From an optimization exercise on the open Yosys and OpenROAD flow, aimed at small area, a short achievable clock period and few clock cycles per item; shortcuts taken in it are not production practice. The RTL was checked by simulation tests, not by an equivalence proof against the original design. Power and IR drop assume default switching activity.

<file path="design/flow/constraint.sdc">
create_clock -name core_clock -period 5.0 [get_ports {clk}]
set_input_delay 1.0000 -clock core_clock [delete_from_list [all_inputs] [get_ports {clk}]]
set_output_delay 1.0000 -clock core_clock [all_outputs]
set_load 0.01 [all_outputs]
</file>
<file path="design/flow/run.sh">
#!/bin/bash
# synth_recipe.tcl (not shown) runs the flow's synth.tcl, then flattens the netlist and writes it again
# the make line also repeats each setting of config.mk as NAME=value (left out here)
make -C /OpenROAD-flow-scripts/flow DESIGN_CONFIG=/design/flow/config.mk WORK_HOME=/design/flow/orfs CLKGATE_MAP_FILE= SYNTH_SCRIPT=/design/flow/synth_recipe.tcl finish
</file>
<file path="design/flow/config.mk">
export PLATFORM = sky130hd
export DESIGN_NAME = arp_cache
export DESIGN_NICKNAME = arp_cache
export VERILOG_FILES = /design/flow/design.v
export SDC_FILE = /design/flow/constraint.sdc
export NUM_CORES = 4
export LEC_CHECK = 0
export CAP_MARGIN = 20
export CORE_MARGIN = 2
export CORE_UTILIZATION = 40
export SLEW_MARGIN = 20
</file>
<file path="design/flow/design.v">
package arp_pkg;
  localparam int IP_W  = 32;
  localparam int MAC_W = 48;
  typedef struct packed {
    logic             mode;
    logic [IP_W-1:0]  ip_addr;
    logic [MAC_W-1:0] mac_in;
  } in_t;
  typedef struct packed {
    logic             hit;
    logic [MAC_W-1:0] mac_out;
  } out_t;
  localparam logic MODE_LOOKUP = 1'b0;
  localparam logic MODE_ADD    = 1'b1;
endpackage
module arp_cell (
  input  logic                      clk,
  input  logic                      wr_en,
  input  logic [arp_pkg::IP_W-1:0]  wr_ip,
  input  logic [arp_pkg::MAC_W-1:0] wr_mac,
  input  logic [arp_pkg::IP_W-1:0]  key,
  output logic                      match,
  output logic [arp_pkg::MAC_W-1:0] mac
);
  logic [arp_pkg::IP_W-1:0] ip;
  always_ff @(posedge clk) begin
    if (wr_en) begin
      ip  <= wr_ip;
      mac <= wr_mac;
    end
  end
  assign match = (ip == key);
endmodule
module arp_cache_table #(
  parameter int ENTRIES = 16
) (
  input  logic clk,
  input  logic rst,
  input  logic req_valid,
  output logic req_stall,
  input  arp_pkg::in_t  req,
  output logic rsp_valid,
  input  logic rsp_stall,
  output arp_pkg::out_t rsp
);
  localparam int IDX_W = (ENTRIES > 1) ? $clog2(ENTRIES) : 1;
  logic hold;
  logic accept;
  assign accept    = req_valid && !hold;
  assign req_stall = hold;
  logic                      v0;
  logic                      add0;
  logic [arp_pkg::IP_W-1:0]  ip0;
  logic [arp_pkg::MAC_W-1:0] mac0;
  always_ff @(posedge clk) begin
    if (rst) begin
      v0 <= 1'b0;
    end else if (!hold) begin
      v0 <= accept;
    end
  end
  always_ff @(posedge clk) begin
    if (!hold) begin
      add0 <= req.mode;
      ip0  <= req.ip_addr;
      mac0 <= req.mac_in;
    end
  end
  logic                      v1;
  logic                      add1;
  logic                      hit1;
  logic [ENTRIES-1:0]        sel1;
  logic [arp_pkg::IP_W-1:0]  ip1;
  logic [arp_pkg::MAC_W-1:0] mac1;
  logic [ENTRIES-1:0]                      valid;
  logic [ENTRIES-1:0]                      match_raw;
  logic [ENTRIES-1:0]                      wr_en;
  logic [ENTRIES-1:0][arp_pkg::MAC_W-1:0]  slot_mac;
  for (genvar i = 0; i < ENTRIES; i++) begin : g_slot
    assign wr_en[i] = v1 && add1 && sel1[i];
    arp_cell u_cell (
      .clk    (clk),
      .wr_en  (wr_en[i]),
      .wr_ip  (ip1),
      .wr_mac (mac1),
      .key    (ip0),
      .match  (match_raw[i]),
      .mac    (slot_mac[i])
    );
  end
  logic [IDX_W-1:0]   rep;         
  logic [ENTRIES-1:0] rep_oh;
  logic [ENTRIES-1:0] first_empty;
  logic [ENTRIES-1:0] hit_vec;
  logic [ENTRIES-1:0] alloc;
  logic [ENTRIES-1:0] sel0;
  logic               eq01;
  logic               any_hit;
  logic               full;
  logic               adv;
  assign eq01 = (ip0 == ip1);
  assign full = valid[ENTRIES-1];    
  always_comb begin
    for (int i = 0; i < ENTRIES; i++) begin
      if (wr_en[i]) hit_vec[i] = eq01;
      else          hit_vec[i] = valid[i] && match_raw[i];
      first_empty[i] = !valid[i] && ((i == 0) ? 1'b1 : valid[(i == 0) ? 0 : i-1]);
      rep_oh[i]      = (rep == IDX_W'(i));
    end
    any_hit = |hit_vec;
    alloc   = full ? rep_oh : first_empty;
    sel0    = hit_vec | ((add0 && !any_hit) ? alloc : '0);
  end
  assign adv = !hold && v0 && add0 && !any_hit;
  always_ff @(posedge clk) begin
    if (rst) begin
      valid <= '0;
      rep   <= IDX_W'(1);
    end else if (adv) begin
      if (full) rep <= IDX_W'(rep + 1'b1);
      else      valid <= valid | first_empty;
    end
  end
  always_ff @(posedge clk) begin
    if (rst) begin
      v1 <= 1'b0;
    end else if (!hold) begin
      v1 <= v0;
    end
  end
  always_ff @(posedge clk) begin
    if (!hold) begin
      add1 <= add0;
      hit1 <= any_hit;
      sel1 <= sel0;
      ip1  <= ip0;
      mac1 <= mac0;
    end
  end
  logic [arp_pkg::MAC_W-1:0] rd_mac;
  logic                      push;
  always_comb begin
    rd_mac = '0;
    for (int i = 0; i < ENTRIES; i++) begin
      rd_mac = rd_mac | (slot_mac[i] & {arp_pkg::MAC_W{sel1[i]}});
    end
  end
  assign push = !hold && v1 && !add1;
  logic                      sv;
  logic                      s_hit;
  logic [arp_pkg::MAC_W-1:0] s_mac;
  logic                      pop;
  logic                      rv_next;
  logic                      sv_next;
  assign pop  = rsp_valid && !rsp_stall;
  assign hold = sv;
  always_comb begin
    if (!rsp_valid || pop) begin
      rv_next = sv || push;
      sv_next = sv && push;
    end else begin
      rv_next = 1'b1;
      sv_next = sv || push;
    end
  end
  always_ff @(posedge clk) begin
    if (rst) begin
      rsp_valid <= 1'b0;
      sv        <= 1'b0;
    end else begin
      rsp_valid <= rv_next;
      sv        <= sv_next;
    end
  end
  always_ff @(posedge clk) begin
    if (!rsp_valid || pop) begin
      if (sv) begin
        rsp.hit     <= s_hit;
        rsp.mac_out <= s_mac;
      end else if (push) begin
        rsp.hit     <= hit1;
        rsp.mac_out <= rd_mac;
      end
    end
    if (push && rsp_valid && !pop) begin
      s_hit <= hit1;
      s_mac <= rd_mac;
    end
  end
endmodule
module arp_cache (
  input  logic        clk,
  input  logic        rst,
  input  logic        req_valid,
  output logic        req_stall,
  input  logic        req_mode,
  input  logic [31:0] req_ip,
  input  logic [47:0] req_mac,
  output logic        rsp_valid,
  input  logic        rsp_stall,
  output logic        rsp_hit,
  output logic [47:0] rsp_mac
);
  arp_pkg::in_t  req;
  arp_pkg::out_t rsp;
  assign req.mode    = req_mode;
  assign req.ip_addr = req_ip;
  assign req.mac_in  = req_mac;
  assign rsp_hit     = rsp.hit;
  assign rsp_mac     = rsp.mac_out;
  arp_cache_table #(.ENTRIES(16)) u_table (
    .clk(clk), .rst(rst), .req_valid(req_valid), .req_stall(req_stall), .req(req),
    .rsp_valid(rsp_valid), .rsp_stall(rsp_stall), .rsp(rsp)
  );
endmodule
</file>
==> reports/metrics.csv <==
stage,metric,value,unit
cells_and_area,antenna_cells,0,
power_and_ir_drop,switchingPower,5.97,mW
timing,relSlewSlack,20.4,%
logic_synthesis,netlist_instances,3416,
logic_synthesis,ys_async_sr_fraction,0,%
clocking,post_cts_buffers,0,
timing,max_freq,244,MHz
drt,drt_pass1_iterations,6,
worst_setup_path,crit_fanout,13,
power_and_ir_drop,clkPwrFrac,43.0,%
cells_and_area,layout_commonest_cell,edfxtp_1,
placed_design,dp_hpwl,109000,µm
clocking,clock-sinks,1581,
floorplan,die-area,0.155,mm²
timing,tns,0,ps
logic_synthesis,synth_area,0.0608,mm²
power_and_ir_drop,p_int,21.8,mW
timing,rsz0062_at_grt,no,
logic_synthesis,synth_largest_area_cell,edfxtp_1,
logic_synthesis,synthDistinctLibCells,55,
logic_synthesis,ys_ff_latch,1581,
power_and_ir_drop,vdd_drop_max,0.330,mV
power_and_ir_drop,p_comb_share,3.4,%
drt,dr.first_iter.drc_count,4570,
drt,route.detailed.drc,0,
worst_setup_path,cp-start-kind,register,
floorplan,die_w,394,µm
clocking,ctsHtreeMaxLevel,4,
global_routing,grt_pass1_vias,33400,
global_routing,grt.overflow.total,0,
status,status,no timing/DRC/antenna violations,
placed_design,dp.cells,5553,
clocking,numCtsBuffers,161,
logic_synthesis,synth_area_per_cell,17.8,µm²
cells_and_area,drive_gt1_share,11.4,%
cells_and_area,final_cells,5852,
floorplan,die-height,394,µm
floorplan,io_pins,136,
logic_synthesis,syn_nets,3505,
drt,drtAntennaViolNets,0,
global_routing,grt_first_pass_wirelength,259000,µm
power_and_ir_drop,p_per_area,394,mW/mm²
timing,hold_violations,0,
timing,min_period,4100,ps
drt,vias_per_cell,5.91,
placed_design,globalplace.congestion,0.968,
timing,setup_viol_count_final,0,
worst_setup_path,critPathTopFamily,simple AND/OR/NAND/NOR gates,
logic_synthesis,synth.yosys.seq_area_share,77.7,%
floorplan,core-area,0.152,mm²
clocking,cts_tree,done,
floorplan,start_util,40.1,%
drt,via_count,34600,
clocking,hold_buffers,0,
placed_design,io_buffers,135,
drt,wl_per_cell,31.9,µm
clocking,clkTransAtPathRegs,60,ps
timing,post-route-period-util,82.1,%
timing,worst_pin_slew,1190,ps
logic_synthesis,synthTopCellsByArea,"edfxtp_1 77%, xnor2_1 5.7%, a221oi_1 2.8%, a22o_1 2.8%, nand4_1 2.1%",
cells_and_area,syn_to_final_growth,15.6,%
worst_setup_path,slowest_delay,970,ps
logic_synthesis,ys_warn_count,2,
clocking,root_buffer,clkbuf_16,
power_and_ir_drop,sw_frac_of_total,21.5,%
power_and_ir_drop,leakagePower,21.9,nW
logic_synthesis,synth_top_area_share,76.9,%
worst_setup_path,critPathMostFrequentCell,buf_4,
worst_setup_path,critical_path_class,reg -> reg,
logic_synthesis,synth_ff_type,edfxtp_1,
cells_and_area,final_nets,3776,
worst_setup_path,endpoint_kind,register,
floorplan,floorplan.rows,143,
clocking,clock_path_buffers,3,
global_routing,grt_antenna_before_repair,2,
worst_setup_path,path_cells,xnor2_1 -> nand4_1 -> nor4_1 -> buf_4 -> and2_1 -> a32oi_1 -> and4b_4 -> nand3_2 -> buf_4 -> o21ai_1,
cells_and_area,mostFrequentLayoutCells,"1557 x edfxtp_1, 399 x xnor2_1, 202 x nand4_1, 192 x a22o_1, 192 x a221oi_1",
worst_setup_path,worstPathRequired,5510,ps
worst_hold_path,min_path_type,reg -> reg,
global_routing,grt_max_degree,92,
power_and_ir_drop,p_seq_share,53.6,%
cells_and_area,utilization,46.4,%
worst_setup_path,cp_num_buf_inv,2,
worst_setup_path,slowest_stage,edfxtp_1,
timing,skew,38.9,ps
job,drv_cap,0,
drt,wirelength,187000,µm
clocking,clock_latency,810,ps
global_routing,grtUsageTotal,23.6,%
worst_setup_path,arrival,4610,ps
logic_synthesis,synth-edff-count,1557,
clocking,cts_resized,0,
timing,slew_violations,0,
==> sequential cells by signal, summed over array words and instances (netlist names), 4 cells and up <==
register / count
u_table.sel1: 16
u_table.s_mac: 48
u_table.rsp: 49
u_table.ip0: 32
u_table.g_slot.u_cell.ip: 512
u_table.ip1: 32
u_table.rep: 4
u_table.g_slot.u_cell.mac: 768
u_table.mac1: 48
u_table.valid: 16
u_table.mac0: 48
==> cell families (layout without fill, tap and decap cells) <==
kind of cell / count (synthesis) / after routing / share of synthesized area (%)
DFF: 1581 / 1581 / 77.7
adders and majority gates: 4 / 4 / 0.0823
AOI/OAI and AO/OA: 465 / 465 / 6.47
muxes: 53 / 53 / 0.977
xor gates and xnor gates: 533 / 533 / 7.68
and+or+nand+nor: 573 / 573 / 5.51
buffers and inverters: 207 / 613 / 1.62
==> power by group through the flow <==
stage / Combinational, mW / Clock (mW) / Sequential, mW
CTS: 0.932 / 12.1 / 14.9
floorplan: 0.487 / 0 / 15.0
detailed placement: 0.927 / 0 / 15.1
finish: 0.947 / 11.9 / 14.9
global placement: 0.921 / 0 / 15.1
global route: 0.979 / 12.6 / 14.9
==> routing by layer <==
| metal | up-vias | wire length (µm) | GRT usage [%] |
|---|---|---|---|
| met3 | 384 | 14700 | 3.72 |
| li1 | 14300 | - | - |
| met4 | 0 | 9410 | 11.4 |
| met1 | 18000 | 75700 | 32.2 |
| met2 | 1869 | 87100 | 37.1 |
| met5 | - | 0 | 0 |
==> synthesized netlist by cell type (all sizes together), types with 50 or more instances <==
master / count
nor3: 50
a221oi: 192
mux2: 51
edfxtp: 1557
buf: 87
a22o: 192
nand4: 202
nor4: 69
clkbuf: 81
nand2: 72
xor2: 134
xnor2: 399
==> layout make-up <==
class	instances	area (µm²)
Sequential cell	1581	47200
Clock buffer	204	4270
Tap cell	2030	2540
Fill cell	12900	81200
Timing Repair Buffer	276	2520
Multi-Input combinational cell	1628	12600
Clock inverter	94	933
Inverter	39	184
==> path summary, 6_finish.rpt <==
kind                                   start                    endpoint  slack, ps  cells past startpoint
setup / recovery   u_table.ip0[18]$_DFFE_PN_  u_table.sel1[14]$_DFFE_PN_        900                     10
hold / removal    u_table.mac0[22]$_DFFE_PN_  u_table.mac1[22]$_DFFE_PN_        410                      0
setup reg to reg   u_table.ip0[18]$_DFFE_PN_  u_table.sel1[14]$_DFFE_PN_        900                     10
hold reg to reg   u_table.mac0[22]$_DFFE_PN_  u_table.mac1[22]$_DFFE_PN_        410                      0
==> metrics by stage <==
| stage | worst slack, ps | hold slack (ps) | total power [mW] | instance area [µm²] |
|---|---|---|---|---|
| 6_report | 896 | 407 | 27.7 | 70300 |
| 2_1_floorplan | 628 | 400 | 15.5 | 60800 |
| 5_1_grt | 884 | 420 | 28.4 | 70300 |
| 4_1_cts | 1070 | 408 | 27.9 | 70300 |
| 3_3_place_gp | 1130 | 403 | 16.1 | 65100 |
| 3_5_place_dp | 1070 | 405 | 16.1 | 65100 |
Testbench counts, summed over its fixed seeds: cycles 18,018, items 18,000.

-- port drivers added, routing unchanged --
In the flow no input, the clock included, has a driving cell. The finished layout below was timed again as built, in two steps.
Step 1: set_driving_cell puts a clkbuf_16 on clk and a buf_2 on each other input, an assumption about the parent block.
Step 2 adds t to the input delays and takes it off the output delays; t is the mean of the earliest and latest rising clock arrival at the registers after step 1. Input paths then give back, and output paths get back, about the clock's delay inside the block.
Slacks: no drivers / after step 1 / after step 2; pairs: no drivers / after step 1.
shift t [ns]: 0.867
slack for setup (ns): 0.896 / 0.896 / 0.896
worst setup path at the end: register to register
worst register clock-pin slew, ns: 0.07 / 0.07
worst slew at a driven data input, ns: 0.05
After both steps this run still meets setup and hold. The setup slack of this run moves by 0.000 ns with the drivers and by 0.000 ns with both steps.
